From an optimization exercise on the open Yosys and OpenROAD flow, aimed at small area; shortcuts taken in it are not production practice. In this exercise RTL edits were held to simulation tests only and were not proved equivalent to the original. Power figures rest on the tool's default switching activity, not on a simulated workload. The flow treats the clock pin as an ideal source, which a real chip does not have.

File: config.mk
export PLATFORM = sky130hd
export DESIGN_NAME = jtag_dbg_top
export DESIGN_NICKNAME = jtag_dbg_top
export VERILOG_FILES = /design/flow/design.v
export SDC_FILE = /design/flow/constraint.sdc
export NUM_CORES = 4
export LEC_CHECK = 0
export CAP_MARGIN = 20
export CORE_MARGIN = 2
export CORE_UTILIZATION = 70
export PLACE_DENSITY = 0.8
export SLEW_MARGIN = 20
File: constraint.sdc
create_clock -name core_clock -period 10.0 [get_ports {tck}]
set_input_delay 2.0000 -clock core_clock [delete_from_list [all_inputs] [get_ports {tck}]]
set_output_delay 2.0000 -clock core_clock [all_outputs]
set_load 0.01 [all_outputs]
File: design.v
`timescale 1ns/1ps
`default_nettype none
module jtag_dbg_top (
    input  logic tck,
    input  logic state_test_logic_reset,
    input  logic tms,
    input  logic tdi,
    output logic tdo
);
    localparam logic [3:0] EXIT2_DR = 4'h0, EXIT1_DR = 4'h1, SHIFT_DR = 4'h2, PAUSE_DR = 4'h3,
                           SEL_IR = 4'h4, UPDATE_DR = 4'h5, CAPTURE_DR = 4'h6, SEL_DR = 4'h7,
                           EXIT2_IR = 4'h8, EXIT1_IR = 4'h9, SHIFT_IR = 4'hA, PAUSE_IR = 4'hB,
                           RTI = 4'hC, UPDATE_IR = 4'hD, CAPTURE_IR = 4'hE, TLR = 4'hF;
    localparam logic [35:0] DBG_PORT_ID = 36'h0_1D0C_DB61;
    logic       rst;
    logic [3:0] st;
    logic [3:0] st_nx;
    logic       tap_rst;
    assign rst     = state_test_logic_reset;
    assign tap_rst = rst || (st == TLR);
    always_comb begin
        case (st)
            TLR:        st_nx = tms ? TLR : RTI;
            RTI:        st_nx = tms ? SEL_DR : RTI;
            SEL_DR:     st_nx = tms ? SEL_IR : CAPTURE_DR;
            CAPTURE_DR: st_nx = tms ? EXIT1_DR : SHIFT_DR;
            SHIFT_DR:   st_nx = tms ? EXIT1_DR : SHIFT_DR;
            EXIT1_DR:   st_nx = tms ? UPDATE_DR : PAUSE_DR;
            PAUSE_DR:   st_nx = tms ? EXIT2_DR : PAUSE_DR;
            EXIT2_DR:   st_nx = tms ? UPDATE_DR : SHIFT_DR;
            UPDATE_DR:  st_nx = tms ? SEL_DR : RTI;
            SEL_IR:     st_nx = tms ? TLR : CAPTURE_IR;
            CAPTURE_IR: st_nx = tms ? EXIT1_IR : SHIFT_IR;
            SHIFT_IR:   st_nx = tms ? EXIT1_IR : SHIFT_IR;
            EXIT1_IR:   st_nx = tms ? UPDATE_IR : PAUSE_IR;
            PAUSE_IR:   st_nx = tms ? EXIT2_IR : PAUSE_IR;
            EXIT2_IR:   st_nx = tms ? UPDATE_IR : SHIFT_IR;
            default:    st_nx = tms ? SEL_DR : RTI;  
        endcase
    end
    always_ff @(posedge tck) begin
        if (rst) st <= TLR;
        else     st <= st_nx;
    end
    logic cap_any, shift_any, cap_ir, shift_ir, shift_dr, upd_dr;
    assign cap_any   = (st[2:0] == 3'b110);  
    assign shift_any = (st[2:0] == 3'b010);  
    assign cap_ir    = (st == CAPTURE_IR);
    assign shift_ir  = (st == SHIFT_IR);
    assign shift_dr  = (st == SHIFT_DR);
    assign upd_dr    = (st == UPDATE_DR);
    logic ir_j;  
    logic ir_c;  
    logic [35:0] sr;  
    always_ff @(posedge tck) begin
        if (tap_rst) begin
            ir_j <= 1'b1;
            ir_c <= 1'b0;
        end else if (st == UPDATE_IR) begin
            ir_j <= (sr[3:0] == 4'b1010);
            ir_c <= (sr[3:0] == 4'b1011);
        end
    end
    logic [31:0] sel_q;    
    logic        sel_z;
    logic [31:0] taddr_q;  
    logic        taddr_z;
    logic [31:0] res_q;    
    logic        res_z;
    logic        fault;    
    logic [1:0]  bcnt;     
    logic        bwr;      
    logic        busy;
    assign busy = (bcnt != 2'd0);
    logic [35:0] cap_v;
    always_comb begin
        if (ir_j) begin
            cap_v = DBG_PORT_ID;
        end else begin
            cap_v[35:4] = (busy || res_z) ? 32'h0 : res_q;
            cap_v[3:0]  = busy ? 4'b0001 : (fault ? 4'b0100 : 4'b0010);
        end
    end
    logic ir_dr;  
    assign ir_dr = ir_j || ir_c;
    logic        sr_sh;
    logic        sr_hd;
    logic [31:0] sr_hi_d;
    assign sr_sh   = shift_any && !cap_any;
    assign sr_hd   = !shift_any && !cap_any;
    assign sr_hi_d = ({32{cap_any}} & cap_v[35:4]) | ({32{sr_sh}} & {tdi, sr[35:5]})
                   | ({32{sr_hd}} & sr[35:4]);
    always_ff @(posedge tck) begin
        sr[35:4] <= sr_hi_d;
        if (cap_ir) begin
            sr[3:1] <= 3'b000;
        end else if (cap_any) begin
            sr[3:1] <= cap_v[3:1];
        end else if (shift_ir) begin
            sr[3:1] <= {tdi, sr[3:2]};
        end else if (shift_dr) begin
            sr[3:1] <= sr[4:2];
        end
        if (cap_ir) begin
            sr[0] <= 1'b1;
        end else if (cap_any) begin
            sr[0] <= ir_dr ? cap_v[0] : 1'b0;
        end else if (shift_any) begin
            sr[0] <= (shift_dr && !ir_dr) ? tdi : sr[1];
        end
    end
    assign tdo = shift_any ? sr[0] : 1'b0;
    logic [31:0] rq_data;
    logic [2:0]  rq_op;
    logic        rq_wr;
    logic        cdp_upd;
    logic        sel_fault;
    logic        dtr_go;
    assign rq_data   = sr[35:4];
    assign rq_op     = sr[3:1];
    assign rq_wr     = sr[0];
    assign cdp_upd   = ir_c && upd_dr;
    assign sel_fault = !sel_z && (sel_q[31:1] != 31'h0);
    assign dtr_go    = cdp_upd && (rq_op == 3'd2) && !sel_fault;
    logic [5:0] widx;
    assign widx = {sel_q[0] && !sel_z, taddr_z ? 5'h0 : taddr_q[4:0]};
    logic [5:0]        ph;
    logic [63:0][31:0] ring;
    logic [1:0]        clr_cnt;  
    logic              clr;
    logic              wr_now;   
    logic              rd_now;   
    logic              rq_dtr_wr;
    logic [5:0]        ins_pos;
    logic [5:0]        rd_pos;
    logic [31:0]       wbus;
    logic [31:0]       wbus_c;   
    logic [15:0]       ins;      
    logic [15:0]       hold_n;   
    logic [15:0]       keep;     
    always_ff @(posedge tck) begin
        ph <= ph + 6'd1;
    end
    assign clr       = rst || (clr_cnt != 2'd0);
    assign rq_dtr_wr = ir_c && rq_op == 3'd2 && rq_wr && !sel_fault;
    assign wr_now    = (rq_dtr_wr && (((st == EXIT1_DR || st == EXIT2_DR) && tms) || st == UPDATE_DR))
                    || (bwr && bcnt[1]);
    assign rd_now    = !clr && ((ir_c && !st[3] && st != SEL_IR && st != SEL_DR) || res_z || (busy && !bwr));
    assign ins_pos   = widx + ph + 6'd1;
    assign rd_pos    = widx + ph;
    assign wbus      = rq_data;
    assign wbus_c    = clr ? 32'h0 : rq_data;
    always_comb begin
        for (int k = 0; k < 16; k++) begin
            ins[k]    = !clr && wr_now && ins_pos == 6'(4 * k);
            hold_n[k] = ins[k] || clr;
            keep[k]   = !ins[k] && !clr;
        end
    end
    always_ff @(posedge tck) begin
        for (int p = 0; p < 64; p++) begin
            if (p % 8 == 0) begin
                ring[p] <= ~((ring[(p + 63) % 64] | {32{hold_n[p / 4]}}) & (~wbus | {32{!ins[p / 4]}}));
            end else if (p % 8 == 4) begin
                ring[p] <= ~((ring[p - 1] | {32{ins[p / 4]}}) & (wbus_c | {32{keep[p / 4]}}));
            end else begin
                ring[p] <= ring[p - 1];
            end
        end
    end
    always_ff @(posedge tck) begin
        if (rst) clr_cnt <= 2'd3;
        else if (clr_cnt != 2'd0) clr_cnt <= clr_cnt - 2'd1;
    end
    always_ff @(posedge tck) begin
        if (cdp_upd && rq_op == 3'd0 && rq_wr) sel_q <= rq_data;
        if (cdp_upd && rq_op == 3'd1 && rq_wr) taddr_q <= rq_data;
    end
    always_ff @(posedge tck) begin
        if (tap_rst) begin
            sel_z   <= 1'b1;
            taddr_z <= 1'b1;
        end else begin
            if (cdp_upd && rq_op == 3'd0 && rq_wr) sel_z <= 1'b0;
            if (cdp_upd && rq_op == 3'd1 && rq_wr) taddr_z <= 1'b0;
        end
    end
    logic        ld_data, ld_sel, ld_taddr, ld_upd;
    logic [7:0]  ld_tap;
    logic [31:0] res_d;
    assign ld_data  = cdp_upd && ((rq_op[2:1] == 2'b00 && rq_wr) || rq_dtr_wr);
    assign ld_sel   = cdp_upd && rq_op == 3'd0 && !rq_wr;
    assign ld_taddr = cdp_upd && rq_op == 3'd1 && !rq_wr;
    assign ld_upd   = ld_data || ld_sel || ld_taddr;
    always_comb begin
        for (int i = 0; i < 8; i++) begin
            ld_tap[i] = rd_now && !ld_upd && rd_pos == 6'(8 * i);
        end
        res_d = ({32{ld_data}} & rq_data) | ({32{ld_sel}} & sel_q) | ({32{ld_taddr}} & taddr_q)
              | ({32{!ld_upd && !(|ld_tap)}} & res_q);
        for (int i = 0; i < 8; i++) begin
            res_d = res_d | ({32{ld_tap[i]}} & ring[8 * i]);
        end
    end
    always_ff @(posedge tck) begin
        res_q <= res_d;
    end
    always_ff @(posedge tck) begin
        if (tap_rst) begin
            res_z <= 1'b1;
            fault <= 1'b0;
            bcnt  <= 2'd0;
        end else begin
            if (busy) bcnt <= bcnt - 2'd1;
            if (cdp_upd) begin
                case (rq_op)
                    3'd0: begin
                        res_z <= rq_wr ? 1'b0 : sel_z;
                        fault <= 1'b0;
                    end
                    3'd1: begin
                        res_z <= rq_wr ? 1'b0 : taddr_z;
                        fault <= 1'b0;
                    end
                    3'd2: begin
                        if (sel_fault) begin
                            res_z <= 1'b1;
                            fault <= 1'b1;
                        end else begin
                            res_z <= 1'b0;
                            fault <= 1'b0;
                            bcnt  <= 2'd3;
                        end
                    end
                    default: begin
                        res_z <= 1'b1;
                        fault <= 1'b1;
                    end
                endcase
            end
        end
    end
    always_ff @(posedge tck) begin
        if (dtr_go) bwr <= rq_wr;
    end
endmodule
`default_nettype wire
File: flow/run.sh
#!/bin/bash
# Own layout flow: the standard layout (standard.sh), with two changes:
#  - synthesis maps logic with flow/abc_area.script, an area-oriented ABC script
#    (the rest of synth_recipe.tcl, flip-flop mapping included, is unchanged);
#  - clock tree synthesis builds larger sink clusters and inserts no dummy loads.
set -euo pipefail
here=$(pwd)
{
  head -n 1 synth_recipe.tcl
  echo "proc abc {args} { set i [lsearch \$args -script]; yosys abc {*}[lreplace \$args \$i [expr {\$i + 1}] -script $here/flow/abc_area.script] }"
  tail -n +2 synth_recipe.tcl
} > own_synth.tcl
export CTS_ARGS="-sink_clustering_enable -repair_clock_nets -sink_clustering_size 30 -sink_clustering_max_diameter 70 -dont_use_dummy_load"
bash standard.sh SYNTH_SCRIPT=$here/own_synth.tcl finish > flow_make.log 2>&1
File: flow/abc_area.script
strash
ifraig
scorr
dc2
balance
rewrite
refactor
balance
rewrite -z
refactor -z
strash
dch -f
map -a
File: standard.sh
#!/bin/bash
# synth_recipe.tcl (not shown) runs the flow's synth.tcl, then flattens the netlist and writes it again
# the make line also repeats each setting of config.mk as NAME=value (left out here)
make -C /OpenROAD-flow-scripts/flow DESIGN_CONFIG=/design/flow/config.mk WORK_HOME=/design/flow/orfs CLKGATE_MAP_FILE= SYNTH_SCRIPT=/design/flow/synth_recipe.tcl "${@:-finish}"
==> results.txt, run 1 <==
- CTS saw 2201 sinks.
- In the global route stage, overall resource usage came out at 34.3%.
- The tree is rooted in a sky130_fd_sc_hd__clkbuf_16.
- The end of the worst register-to-register path is res_q[27].
- The relative contribution of the clock network to total power is 29.1%.
- The flow ran to the end and the layout has no timing, DRC or antenna violations.
- The pre-antenna-repair detailed-routing pass consisted of 8 iterations.
- The count of input and output buffers is 4.
- The final number of hold-violating endpoints is 0.
- The cell internal power dissipation is between 10 and 15 mW.
- Across all register-to-register paths, the minimum setup slack is 4.46 ns.
- Hold repair after CTS inserted 0 buffers.
- The tool flagged a number of max-cap violations equal to 0.
- The initial antenna violation count is 2.
- The path category of the worst min-delay check is reg2reg.
- The die is between 200 and 300 um tall.
- The worst relative slew slack is 16.5%.
- The number of global-route vias before repair was 29.0k.
- Setup repair after global routing left no endpoint under its margin.
- The number of warnings reported in the yosys synthesis log is 1.
- The cell area after synthesis is 51800 sq um.
- Data on the critical path is required at its endpoint by 8.00 ns.
- Combinational cells account for 4.2% of the total power.
- The startpoint of the most critical register-to-register path is sel_q[17].
- Across the routed clock network, the largest skew measured is 0.0522 ns.
- The count of nets left with antenna violations once routing finished came out at 0.
- In this run the power density over the cells is 242 nW/um^2.
- The wire length per cell is between 20 and 30 um.
- Summed over all cells, the static leakage comes to 20.5 nW.
- The analysis attributes to net switching a power of approximately 3 mW.
- The post-synth net total is 3445.
- The count of final setup violators is 0.
- The number of instances in the synthesized netlist is 3433.
- STA classifies the critical path startpoint as a flop.
- The worst setup path is captured at an output pin.
- Leaving out fill and tap cells, the most frequent cell in the layout is sky130_fd_sc_hd__dfxtp_1.
- The netlist uses 28 different library cells.
- Measured along the x axis, the die boundary spans 276 um.
- The depth of the worst register-to-register path is 11.
- After clock tree synthesis, the clock-pin slew on the worst setup and hold paths is 0.11 ns.
- The design draws ~14 mW.
- In this run, the number of DRC markers left after iteration 0 of detailed routing was ~3.8k.
- The final estimated routing congestion in global placement is around 0.96.
- The data arrival time of the critical path is 4.38 ns.
- CTS built an H-tree with a depth of 3.
- The fraction of layout cells with a size suffix above 1 is between 5 and 6%.
- For this design the top-level I/O count stands at 5.
- The post-CTS setup buffer count is 0.
- The count of pins over their slew limit was 0.
- The part of the total power dissipated in sequential elements is 66.6%.
- The worst path needs 6.38 ns of the cycle, external delays included.
- In the layout the commonest cells are sky130_fd_sc_hd__dfxtp_1 (2136), sky130_fd_sc_hd__o22ai_1 (519), sky130_fd_sc_hd__a22oi_1 (108).
- The fraction of the yosys area taken by sequential cells is 86.3%.
- Relative to the synthesized area, the layout overhead comes to 7.78%.
- In this run, CTS created clock tree buffers numbering 83.
- For this block, the routed nets add up to 133000 um of wire.
- The slew at the pin closest to its max-slew limit is around 1.2 ns.
- The type of the worst setup path is reg2out.
- The worst-case IR drop observed on VDD is between 200 and 250 uV.
- The residual overflow from global routing is 0.
- The achievable clock frequency is 0.157 GHz.
- The post-route clock period utilization is between 60% and 70%.
- For this run, design rule violations remaining after detail routing come to 0.
- The clock tree from TritonCTS is done.
- The vias after detailed routing is between 20k and 30k.
- The die footprint is 76200 sq um.
- The effective utilization at floorplan is 70.9%.
- In this run the deepest clock path goes through 3 buffers.
- The most critical setup path has its startpoint at st[1].
- Row generation in the floorplan step produced 99 rows.
- Summed over all failing endpoints, the final setup total negative slack is 0 ns.
- The first-pass GRT wire length is 191000 um.
- In this run the worst setup path terminates at tdo.
- After synthesis the netlist holds a flip-flop and latch count of 2201.
- The net count reported at finish is around 3.6k.
- The mean cell area of the mapped netlist is 15.1 sq um.
- The post-cts gate resize count is 0.
- Summed over all nets, the half-perimeter wirelength after detailed placement is 72500 um.
- The post-detailed-route via-to-cell ratio is 6.43.
- The placeable core region is 73100 sq um.
- The startpoint identified for the worst hold timing path is ring[1241].
- The largest net degree at the start of global routing is 35.
- The count of fill cells added during filler insertion is 4099.
- The later pin in the worst-skew pair is clocked with a latency of 0.68 ns.
- Of all nets on the critical path, the largest fanout is 22.
- The share of total power consumed by net switching is 21.9%.
-- metrics by stage --
stage                     hold slack, ns  area, sq um  utilization (%)  cells  worst slack, ns
after CTS                          0.308        55800             76.4   4527             3.90
after global routing               0.314        55900             76.4   4529             3.59
final                              0.307        55900             76.4   4530             3.62
after detailed placement           0.312        53800             73.6   4444             3.58
after floorplan                    0.310        51800                -   3433             4.25
after global placement             0.310        53700             73.4   4441             3.81
-- area by class of cell --
class / count / area, sq um / share of cell area [%]
timing repair buffer: 54 / 488 / 0.874
multi-input combinational: 1132 / 7010 / 12.5
sequential: 2201 / 44700 / 80.0
inverter: 100 / 375 / 0.672
antenna: 1 / 2.50 / 0.00448
tap: 959 / 1200 / 2.15
clock buffer: 83 / 2080 / 3.72
-- worst min path at each step --
stage	end	slack [ns]	cells past startpoint
6_report	ring[1273]	0.31	0
5_1_grt	ring[1271]	0.31	0
4_1_cts	ring[954]	0.31	0
3_5_place_dp	ring[1463]	0.31	0
3_3_place_gp	ring[608]	0.31	0
2_1_floorplan	ring[1000]	0.31	0
-- synth_stat cells --
library cell / n / area (sq um)
sky130_fd_sc_hd__a31oi_1: 1 / 6.26
sky130_fd_sc_hd__o21ai_0: 62 / 310
sky130_fd_sc_hd__o221ai_1: 26 / 228
sky130_fd_sc_hd__ha_1: 7 / 87.6
sky130_fd_sc_hd__nand3b_1: 1 / 7.51
sky130_fd_sc_hd__o211ai_1: 5 / 37.5
sky130_fd_sc_hd__a22o_2: 6 / 60.1
sky130_fd_sc_hd__a21oi_1: 35 / 175
sky130_fd_sc_hd__xor2_1: 4 / 35.0
sky130_fd_sc_hd__and3b_2: 1 / 10.0
sky130_fd_sc_hd__a22oi_1: 108 / 811
sky130_fd_sc_hd__or4_2: 1 / 8.76
sky130_fd_sc_hd__nand3_1: 45 / 225
sky130_fd_sc_hd__o22ai_1: 519 / 3250
sky130_fd_sc_hd__edfxtp_1: 65 / 1950
sky130_fd_sc_hd__nand2_1: 116 / 435
sky130_fd_sc_hd__nor2_1: 110 / 413
sky130_fd_sc_hd__xnor2_1: 2 / 17.5
sky130_fd_sc_hd__fa_1: 1 / 20.0
sky130_fd_sc_hd__nand4_1: 29 / 181
sky130_fd_sc_hd__nor4_1: 8 / 50.1
sky130_fd_sc_hd__o31a_2: 1 / 10.0
sky130_fd_sc_hd__a221oi_1: 37 / 324
sky130_fd_sc_hd__dfxtp_1: 2136 / 42800
sky130_fd_sc_hd__nor3_1: 4 / 20.0
sky130_fd_sc_hd__or2_2: 2 / 12.5
sky130_fd_sc_hd__o311ai_0: 1 / 8.76
sky130_fd_sc_hd__clkinv_1: 100 / 375
-- flip-flops by register name, indices dropped and copies added, names as in the netlist --
name     cells
sel_z        1
sr          36
ir_c         1
st           4
ir_j         1
bwr          1
ph           6
fault        1
bcnt         2
taddr_q     32
taddr_z      1
res_z        1
ring      2048
res_q       32
clr_cnt      2
sel_q       32
-- worst max-delay path, stage by stage (launching register included) --
cell	delay (ns)
sky130_fd_sc_hd__dfxtp_1	0.45
sky130_fd_sc_hd__clkinv_1	0.13
sky130_fd_sc_hd__nor2_2	0.09
sky130_fd_sc_hd__buf_4	0.36
sky130_fd_sc_hd__clkinv_1	0.85
sky130_fd_sc_hd__nor2_1	0.47
sky130_fd_sc_hd__clkinv_1	0.17
sky130_fd_sc_hd__nor2_1	0.53
sky130_fd_sc_hd__clkdlybuf4s50_1	0.66
-- power by group through the flow --
stage	clock [mW]	sequential [mW]	combinational (mW)
2_1_floorplan	0	9.17	0.307
3_3_place_gp	0	9.20	0.520
3_5_place_dp	0	9.20	0.538
4_1_cts	3.92	9.00	0.547
5_1_grt	4.21	9.02	0.596
6_report	3.94	9.01	0.572
-- routing by layer --
metal	vias up	wire (um)	track usage (%)
met3	460	14300	8.31
met5	-	0	0
li1	12363	-	-
met1	14421	51900	46.2
met2	1881	58900	52.4
met4	0	7790	17.8
-- cell families after synthesis --
logic type	share of synthesized area, %
AOI/OAI and AO/OA	10.1
buffers and inverters	0.724
and+or+nand+nor	2.63
DFF	86.3
xor gates and xnor gates	0.101
adders and majority gates	0.208
==> run 2, diff against run 1 <==
--- a/design.v
+++ b/design.v
@@ -141,3 +141,4 @@
     always_ff @(posedge tck) begin
-        ph <= ph + 6'd1;
+        if (rst) ph <= 6'd0;
+        else     ph <= ph + 6'd1;
     end
==> results.txt, run 2 <==
- The count of hold buffers inserted by post-cts repair was 0 (unchanged).
- The mux cell area share after synthesis is 0% (unchanged).
- The count of final setup violators is 0 (unchanged).
- The number of iterations in the first detailed-routing pass was 5 (-3).
- The worst relative slew slack is 19.2% (+2.7 points).
- The maximum single-stage delay on the critical path is 0.86 ns (about the same).
- The remaining design rule violation count is 0 (unchanged).
- The post-synthesis compound-gate area fraction is 10.2% (+0.17 points).
- The instance count after placement with tap cells included is 4438 (-0.14%).
- The initial DRC count was 3410 (-10%).
- The library cell used most frequently in the layout, excluding fill and tap cells, is sky130_fd_sc_hd__dfxtp_1.
- The count of fill cells added during filler insertion was 4024 (-1.8%).
- The number of buffers and inverters on the critical path is 6 (+1).
- The areal power density over the cells was 244 nW/um^2 (+1.0%).
- The number of warnings reported in the yosys synthesis log came to 1 (unchanged).
- The global routing met2 resource utilization is 50.2% (-2.2 points).
- The peak supply drop is 132 uV (-35%).
- In the layout the commonest cells are sky130_fd_sc_hd__dfxtp_1 (2136), sky130_fd_sc_hd__o22ai_1 (514), sky130_fd_sc_hd__a22oi_1 (109).
- The clock slew seen by the registers of the worst setup and hold paths is 0.10 ns (about the same).
- The count of antenna-violating nets left after detailed routing came to 0 (unchanged).
- The data arrival time of the critical path was 4.81 ns (+0.43 ns).
- The fraction of layout cells with a size suffix above 1 came to 5.63% (+0.31 points).
- The predominant post-synthesis flop cell is sky130_fd_sc_hd__dfxtp_1.
- The initial antenna violation count is 8 (+6).
- The final number of hold-violating endpoints is 0 (unchanged).
- The count of input and output buffers is 4 (unchanged).
- Of all cell types, the one taking the most synthesized area is sky130_fd_sc_hd__dfxtp_1.
- The total wire length is 128000 um (-3.7%).
- The most numerous cell in the Yosys netlist is sky130_fd_sc_hd__dfxtp_1.
- The type of the worst setup path is reg2out.
- The placeable core region was 73200 sq um (+0.17%).
- The total track usage is 33.0% (-1.3 points).
- The net count reported at finish was 3581 (-0.084%).
- The kind of cell with the highest combined delay along the critical path is buffers and inverters.
- The site row count was 99 (unchanged).
- The vias after detailed routing came to 28.7k (-1.6%).
- The residual overflow from global routing is 0 (unchanged).
- The floorplan die width is 276 um (about the same).
- The setup total negative slack is 0 ns (unchanged).
- The time the final worst path needs with I/O delays and setup is 6.81 ns (+0.431 ns).
- STA classifies the critical path endpoint as an output pin.
- After synthesis, the cell types taking the most area are sky130_fd_sc_hd__dfxtp_1 (82%), sky130_fd_sc_hd__o22ai_1 (6.2%), sky130_fd_sc_hd__edfxtp_1 (3.8%).
- The count of unique library cells instantiated by Yosys came to 28 (unchanged).
- The met3 global-route usage is 8.10% (-0.21 points).
- The sort of element at the start of the critical path is a flop.
- The effective utilization at floorplan is 70.9% (about the same).
- The cell area after synthesis is 51900 sq um (+0.12%).
- The met1 track demand over resource is 45.1% (-1.0 points).
- The top cell type's share of synthesized area is 82.4% (-0.10 points).
- The share of the synthesized netlist area taken by xor and xnor gates was 0.0506% (-0.051 points).
- The number of buffers created by CTS is 84 (+1.2%).
- The non-filler instance count after layout is 4527 (-0.066%).
- The number of global-route vias before repair is 28.6k (-1.4%).
- The total I/O pin count is 5 (unchanged).
- The post-route clock period utilization came to 68.1% (+4.3 points).
- The largest net degree at the start of global routing is 41 (+17%).
- The final clock skew is 0.0525 ns (+0.000320 ns).
- The slew at the pin closest to its max-slew limit was 1.21 ns (-0.0376 ns).
- The number of synthesized flops with an enable pin is 65 (unchanged).
- The number of synthesized register bits is 2201 (unchanged).
- The half-perimeter wire length after detailed placement came to 74100 um (+2.1%).
- The maximum clock path buffer count was 3 (unchanged).
- Setup repair after global routing left no endpoint under its margin.
- The final estimated routing congestion in global placement was 0.885 (-7.4%).
- The buffer type at the clock tree root is sky130_fd_sc_hd__clkbuf_16.
- After synthesis, the most frequently instantiated cells are sky130_fd_sc_hd__dfxtp_1 (2136), sky130_fd_sc_hd__o22ai_1 (514), sky130_fd_sc_hd__nor2_1 (116), sky130_fd_sc_hd__a22oi_1 (109), sky130_fd_sc_hd__clkinv_1 (106).
- The flip-flop count of the largest register after layout is 2048 (unchanged).
- The register name with the most flops is ring.
- The required time of the critical path came to 8.00 ns (about the same).
- The layout-stage area growth over the synthesis result is 8.16%.
- The count of maximum capacitance violations is 0 (unchanged).
- The post-detailed-route via-to-cell ratio came to 6.33 (-1.5%).
- The post-synth net total is 3442 (-0.087%).
- The proportion of register bits with asynchronous set or reset after synthesis is 0% (unchanged).
- The cell that appears most often on the critical path is sky130_fd_sc_hd__clkinv_1.
- The highest net fanout along the worst path was 34 (+55%).
- The adder and majority gate portion of the synthesized area is 0.207% (-0.00026 points).
- The largest registers in the layout are ring: 2048 flops, sr: 36 flops.
- The total number of H-tree levels was 3 (unchanged).
- The first-pass GRT wire length came to 186000 um (-3.1%).
- Traced cell by cell, the critical path runs through clkinv_1 -> nor2_2 -> buf_4 -> clkinv_1 -> nor2_1 -> clkinv_1 -> buf_4 -> nor2_1 -> clkdlybuf4s50_1.
- The number of instances in the synthesized netlist was 3430 (-0.087%).
- The synthesized-area fraction occupied by and/or/nand/nor cells came to 2.57% (-0.059 points).
- The flow ran to the end and the layout has no timing, DRC or antenna violations.
- The path category of the worst min-delay check is reg2reg.
- The die extent in y is 276 um (about the same).
- The post-CTS setup buffer count came to 0 (unchanged).
- TritonCTS built the clock tree.
- After synthesis, the largest family of logic cells by area is compound AO/OA/AOI/OAI gates.
- The post-cts gate resize count is 0 (unchanged).
- The leakage dissipation is 20.5 nW (about the same).
- The mean cell area of the mapped netlist is 15.1 sq um (+0.21%).
- The global routing stage identified its most utilized layer as met2.
- The slowest cell on the critical path is sky130_fd_sc_hd__clkinv_1.
- The die footprint is 76300 sq um (+0.12%).
- The fraction of the yosys area taken by sequential cells is 86.2% (-0.11 points).
- The achievable clock frequency is 0.147 GHz (-6.3%).
- The count of clock tree sinks came to 2201 (unchanged).
- The wire length per cell is 28.3 um (-3.7%).
- The latest clock arrival within the worst-skew pair is 0.67 ns (about the same).
- The count of pins over their slew limit came to 0 (unchanged).
run 2: layer usage:
| layer | part of all wire [%] | vias up | wire [um] |
|---|---|---|---|
| li1 | - | 12389 | - |
| met1 | 41 | 14165 | 51800 |
| met2 | 45 | 1721 | 57000 |
| met3 | 10 | 394 | 13300 |
| met4 | 4.5 | 4 | 5740 |
| met5 | 0.018 | - | 23 |
run 2: cell type report:
cell class	count	area, sq um	share of cell area (%)
Sequential cell	2201	44700	79.7
Multi-Input combinational cell	1123	7050	12.6
Clock buffer	84	2100	3.75
Tap cell	959	1200	2.14
Timing Repair Buffer	53	661	1.18
Inverter	106	398	0.709
Antenna cell	1	2.50	0.00446
run 2: kinds of logic after synthesis:
family                   Yosys count
AND/OR/NAND/NOR                  305
AO/OA/AOI/OAI                    807
flip-flops                      2201
buffers and inverters            106
XOR/XNOR                           3
adder cells (fa/ha/maj)            8
run 2: report_power, final:
part	switching, mW	internal, mW
logic	0.581	0.161
clock network	2.41	1.52
registers	0.108	8.93
run 2: per-stage QoR:
stage | setup WS (ns) | hold slack, ns | util, % | power (mW) | cell area [sq um]
after CTS | 3.34 | 0.298 | 76.5 | 13.7 | 56000
final | 3.19 | 0.298 | 76.7 | 13.7 | 56100
after global placement | 3.72 | 0.310 | 73.3 | 9.88 | 53700
after floorplan | 4.13 | 0.310 | - | 9.57 | 51900
after detailed placement | 3.37 | 0.312 | 73.7 | 9.93 | 53900
after global routing | 3.10 | 0.303 | 76.7 | 14.0 | 56100
run 2: worst paths after layout:
path         startpoint         end  slack (ns)  depth (start not counted)
max               st[1]         tdo        3.19                          9
min          ring[1329]  ring[1361]        0.30                          0
min reg2reg  ring[1329]  ring[1361]        0.30                          0
max reg2reg   sel_q[17]   ring[396]        4.31                         14
==> run 3, diff against run 2 <==
==> run.sh (new file) <==
#!/bin/bash
# synth_recipe.tcl (not shown) runs the flow's synth.tcl, then flattens the netlist and writes it again
# the make line also repeats each setting of config.mk as NAME=value (left out here)
make -C /OpenROAD-flow-scripts/flow DESIGN_CONFIG=/design/flow/config.mk WORK_HOME=/design/flow/orfs CLKGATE_MAP_FILE= SYNTH_SCRIPT=/design/flow/synth_recipe.tcl finish
--- a/config.mk
+++ b/config.mk
@@ -9,4 +9,5 @@
 export CORE_MARGIN = 2
-export CORE_UTILIZATION = 70
-export PLACE_DENSITY = 0.8
+export CORE_UTILIZATION = 40
+export CTS_CLUSTER_DIAMETER = 80
+export CTS_CLUSTER_SIZE = 20
 export SLEW_MARGIN = 20
removed: flow/run.sh
removed: flow/abc_area.script
removed: standard.sh
==> results.txt, run 3 <==
- The initial DRC count was 2379 (-30%).
- STA classifies the critical path endpoint as a flop.
- The count of input and output buffers is 4 (unchanged).
- The floorplan die width is 382 um (+38%).
- The first-pass GRT wire length is 182000 um (-1.9%).
- The count of pins over their slew limit is 0 (unchanged).
- The half-perimeter wire length after detailed placement is 70500 um (-4.8%).
- The final estimated routing congestion in global placement is 0.831 (-6.1%).
- The number of buffers created by CTS is 121 (+44%).
- The total track usage came to 16.5% (-17 points).
- The layout-stage area growth over the synthesis result is 9.11%.
- ring holds more flip-flops than any other register.
- Setup repair after global routing left no endpoint under its margin.
- The sum of internal, switching and leakage power is 14.2 mW (+3.6%).
- In this design, the critical path's most frequently occurring cell is sky130_fd_sc_hd__buf_4.
- The data arrival time of the critical path is 5.97 ns (+1.16 ns).
- The count of antenna-violating nets left after detailed routing is 0 (unchanged).
- The residual overflow from global routing is 0 (unchanged).
- The final number of hold-violating endpoints is 0 (unchanged).
- The maximum single-stage delay on the critical path was 0.85 ns (about the same).
- The flow ran to the end and the layout has no timing, DRC or antenna violations.
- The count of hold buffers inserted by post-cts repair was 0 (unchanged).
- The worst setup path is launched from an input port.
- The maximum clock path buffer count came to 3 (unchanged).
- The remaining design rule violation count is 0 (unchanged).
- The library cells used most frequently in the layout, excluding fill and tap cells, are sky130_fd_sc_hd__dfxtp_1 (2136), sky130_fd_sc_hd__nand2_1 (577), sky130_fd_sc_hd__o31ai_1 (257).
- The slowest cell on the critical path is sky130_fd_sc_hd__nor2_1.
- The number of synthesized register bits is 2201 (unchanged).
- The leakage dissipation came to 23.5 nW (+14%).
- The fraction of layout cells with a size suffix above 1 is 9.95% (+4.3 points).
- The site row count was 138 (+39%).
- The cell area after synthesis was 57100 sq um (+10%).
- Tracing the worst setup path back leads to its startpoint at state_test_logic_reset.
- The number of warnings reported in the yosys synthesis log is 1 (unchanged).
- The count of unique library cells instantiated by Yosys is 79 (+180%).
- The placeable core region was 142000 sq um (+93%).
- The signal on the critical path passes through clkdlybuf4s50_1 -> buf_4 -> nand2b_4 -> or4_1 -> a2111oi_0 -> o211ai_1 -> buf_4 -> nor2_1 -> a222oi_1 -> nand4_1.
- The post-detailed-route via-to-cell ratio is 4.81 (-24%).
- The die footprint came to 146000 sq um (+91%).
- The achievable clock frequency is 0.189 GHz (+29%).
- The count of final setup violators is 0 (unchanged).
- The post-cts gate resize count is 0 (unchanged).
- The tightest hold margin is 0.295 ns (-0.00248 ns).
- The most common cell after layout, fill and taps aside is sky130_fd_sc_hd__dfxtp_1.
- The library cell occupying the most area in the post-synthesis netlist is sky130_fd_sc_hd__dfxtp_1.
- The mean cell area of the mapped netlist was 13.8 sq um (-9.0%).
- The areal power density over the cells is 228 nW/um^2 (-6.7%).
- The worst relative slew slack is 22.0% (+2.8 points).
- The latest clock arrival within the worst-skew pair is 0.75 ns (+0.08 ns).
- The launch instance of the worst min-delay path is ring[726].
- The predominant post-synthesis flop cell is sky130_fd_sc_hd__dfxtp_1.
- The largest net degree at the start of global routing is 155 (+280%).
- The proportion of register bits with asynchronous set or reset after synthesis is 0% (unchanged).
- The peak supply drop is 145 uV (+9.4%).
- The required time of the critical path is 10.68 ns (+2.68 ns).
- The number of iterations in the first detailed-routing pass came to 9 (+4).
- The post-route clock period utilization came to 52.9% (-15 points).
- The wire length per cell is 20.3 um (-28%).
- The clock slew seen by the registers of the worst setup and hold paths came to 0.08 ns (-0.02 ns).
- The number of instances in the synthesized netlist is 4147 (+21%).
- The initial antenna violation count is 2 (-6).
- The number of synthesized flops with an enable pin is 65 (unchanged).
- The buffer type at the clock tree root is sky130_fd_sc_hd__clkbuf_16.
- The final cell utilization of the core is 44.0% (-33 points).
- The post-CTS setup buffer count is 0 (unchanged).
- The time the final worst path needs with I/O delays and setup is 5.29 ns (-1.52 ns).
- The setup total negative slack is 0 ns (unchanged).
- The total number of H-tree levels was 3 (unchanged).
- The startpoint of the most critical register-to-register path is taddr_z.
- The post-synth net total came to 4159 (+21%).
- The final clock skew is 0.0448 ns (-0.00771 ns).
- The highest net fanout along the worst path is 64 (+88%).
- The die extent in y is 382 um (+38%).
- The type of the worst setup path is in2reg.
- The path category of the worst min-delay check is reg2reg.
- By area the synthesized netlist is led by sky130_fd_sc_hd__dfxtp_1 (75%), sky130_fd_sc_hd__nand2_1 (3.8%), sky130_fd_sc_hd__edfxtp_1 (3.4%).
- The total I/O pin count came to 5 (unchanged).
- The fraction of the yosys area taken by sequential cells is 78.3% (-7.8 points).
- The top cell type's share of synthesized area was 74.9% (-7.5 points).
- The vias after detailed routing was 28.7k (+0.25%).
- The flip-flop count of the largest register after layout was 2048 (unchanged).
- The effective utilization at floorplan is 40.3% (-31 points).
- The slew at the pin closest to its max-slew limit is 1.17 ns (-0.0419 ns).
- The largest registers in the layout are ring: 2048 flops, sr: 36 flops.
- The count of clock tree sinks is 2201 (unchanged).
- The number of global-route vias before repair came to 28.0k (-2.2%).
- sky130_fd_sc_hd__dfxtp_1 is the most common cell in the netlist.
- The net count reported at finish is 4072 (+14%).
- TritonCTS built the clock tree.
- The total wire length is 121000 um (-5.0%).
- The count of maximum capacitance violations is 0 (unchanged).
- The count of fill cells added during filler insertion came to 12.7k (+210%).
- The commonest cells after synthesis are sky130_fd_sc_hd__dfxtp_1 (2136), sky130_fd_sc_hd__nand2_1 (578), sky130_fd_sc_hd__o31ai_1 (257), sky130_fd_sc_hd__clkbuf_1 (223), sky130_fd_sc_hd__mux2_2 (168).
[run 3: power by group]
part | internal (mW) | switching, mW
registers | 8.87 | 0.213
clock network | 2.24 | 2.66
logic | 0.0855 | 0.139
[run 3: through the flow]
stage / std cells / area, sq um / setup slack, ns
3_3_place_gp: 5826 / 59000 / 3.87
5_1_grt: 5970 / 62300 / 4.50
3_5_place_dp: 5826 / 59000 / 3.90
2_1_floorplan: 4147 / 57100 / 5.92
4_1_cts: 5969 / 62300 / 4.69
6_report: 5975 / 62300 / 4.71
[run 3: layout make-up]
cell class                      instances  area [sq um]  area share (%)
Multi-Input combinational cell       1658         11400            18.3
Sequential cell                      2201         44700            71.8
Tap cell                             1890          2360            3.80
Clock buffer                          135          3120            5.01
Inverter                               18          67.6           0.108
Timing Repair Buffer                   60           480           0.771
Clock inverter                          8           133           0.213
Antenna cell                            5          12.5          0.0201
[run 3: final timing paths]
| check | endpoint | slack [ns] | cells past startpoint |
|---|---|---|---|
| min reg2reg | ring[758] | 0.30 | 0 |
| max reg2reg | ring[405] | 4.89 | 11 |
| max | res_q[29] | 4.71 | 10 |
| min | ring[758] | 0.30 | 0 |
[run 3: routing by layer]
metal | wire, um | track usage (%)
met5 | 0 | 0
met4 | 3450 | 4.71
met3 | 4850 | 2.24
met2 | 53900 | 25.6
met1 | 59300 | 23.8
[run 3: kinds of logic (layout without fill, tap and decap cells)]
group / after synthesis / after routing / share of synthesized area [%]
AO/OA/AOI/OAI: 541 / 541 / 7.25
XOR/XNOR: 8 / 8 / 0.136
adder cells (fa/ha/maj): 8 / 8 / 0.188
buffers and inverters: 288 / 221 / 2.02
flip-flops: 2201 / 2201 / 78.3
multiplexers: 291 / 291 / 5.75
other: 0 / 5 / 0
AND/OR/NAND/NOR: 810 / 810 / 6.35
[run 3: critical path: cells and delay by family]
kind            cells  cell delay (ns)
buf+inv             3             0.93
simple gates        4             2.26
compound gates      3             0.74

## separate check: timing with driven ports
How much do the figures lean on ideal ports? The routed layouts below were timed once more, with nothing changed but the port constraints.
Step 1 (the two cells are an assumption about what drives the block):
set clk [get_ports {tck}]
set_driving_cell -lib_cell sky130_fd_sc_hd__clkbuf_16 $clk
set_driving_cell -lib_cell sky130_fd_sc_hd__buf_2 [delete_from_list [all_inputs] $clk]
Step 2 adds t to the input delays and takes it off the output delays; t is the mean of the earliest and latest rising clock arrival at the registers after step 1. Input paths then give back, and output paths get back, about the clock's delay inside the block.
Three values: no drivers, after step 1, after step 2; two values: the first two.
run	t (ns)	setup WS [ns]	clock arrival spread, ns	worst slew at a driven data input, ns
run 1	0.733	3.624 / 3.548 / 3.687	0.052 / 0.052	0.05
run 2	0.720	3.193 / 3.121 / 3.427	0.053 / 0.053	0.03
run 3	0.805	4.712 / 4.767 / 3.961	0.046 / 0.045	0.16
After both steps setup and hold are still met in every run listed. For run 3, which loses most, drivers alone change the setup slack by +0.055 ns; drivers and shift together by -0.751 ns.
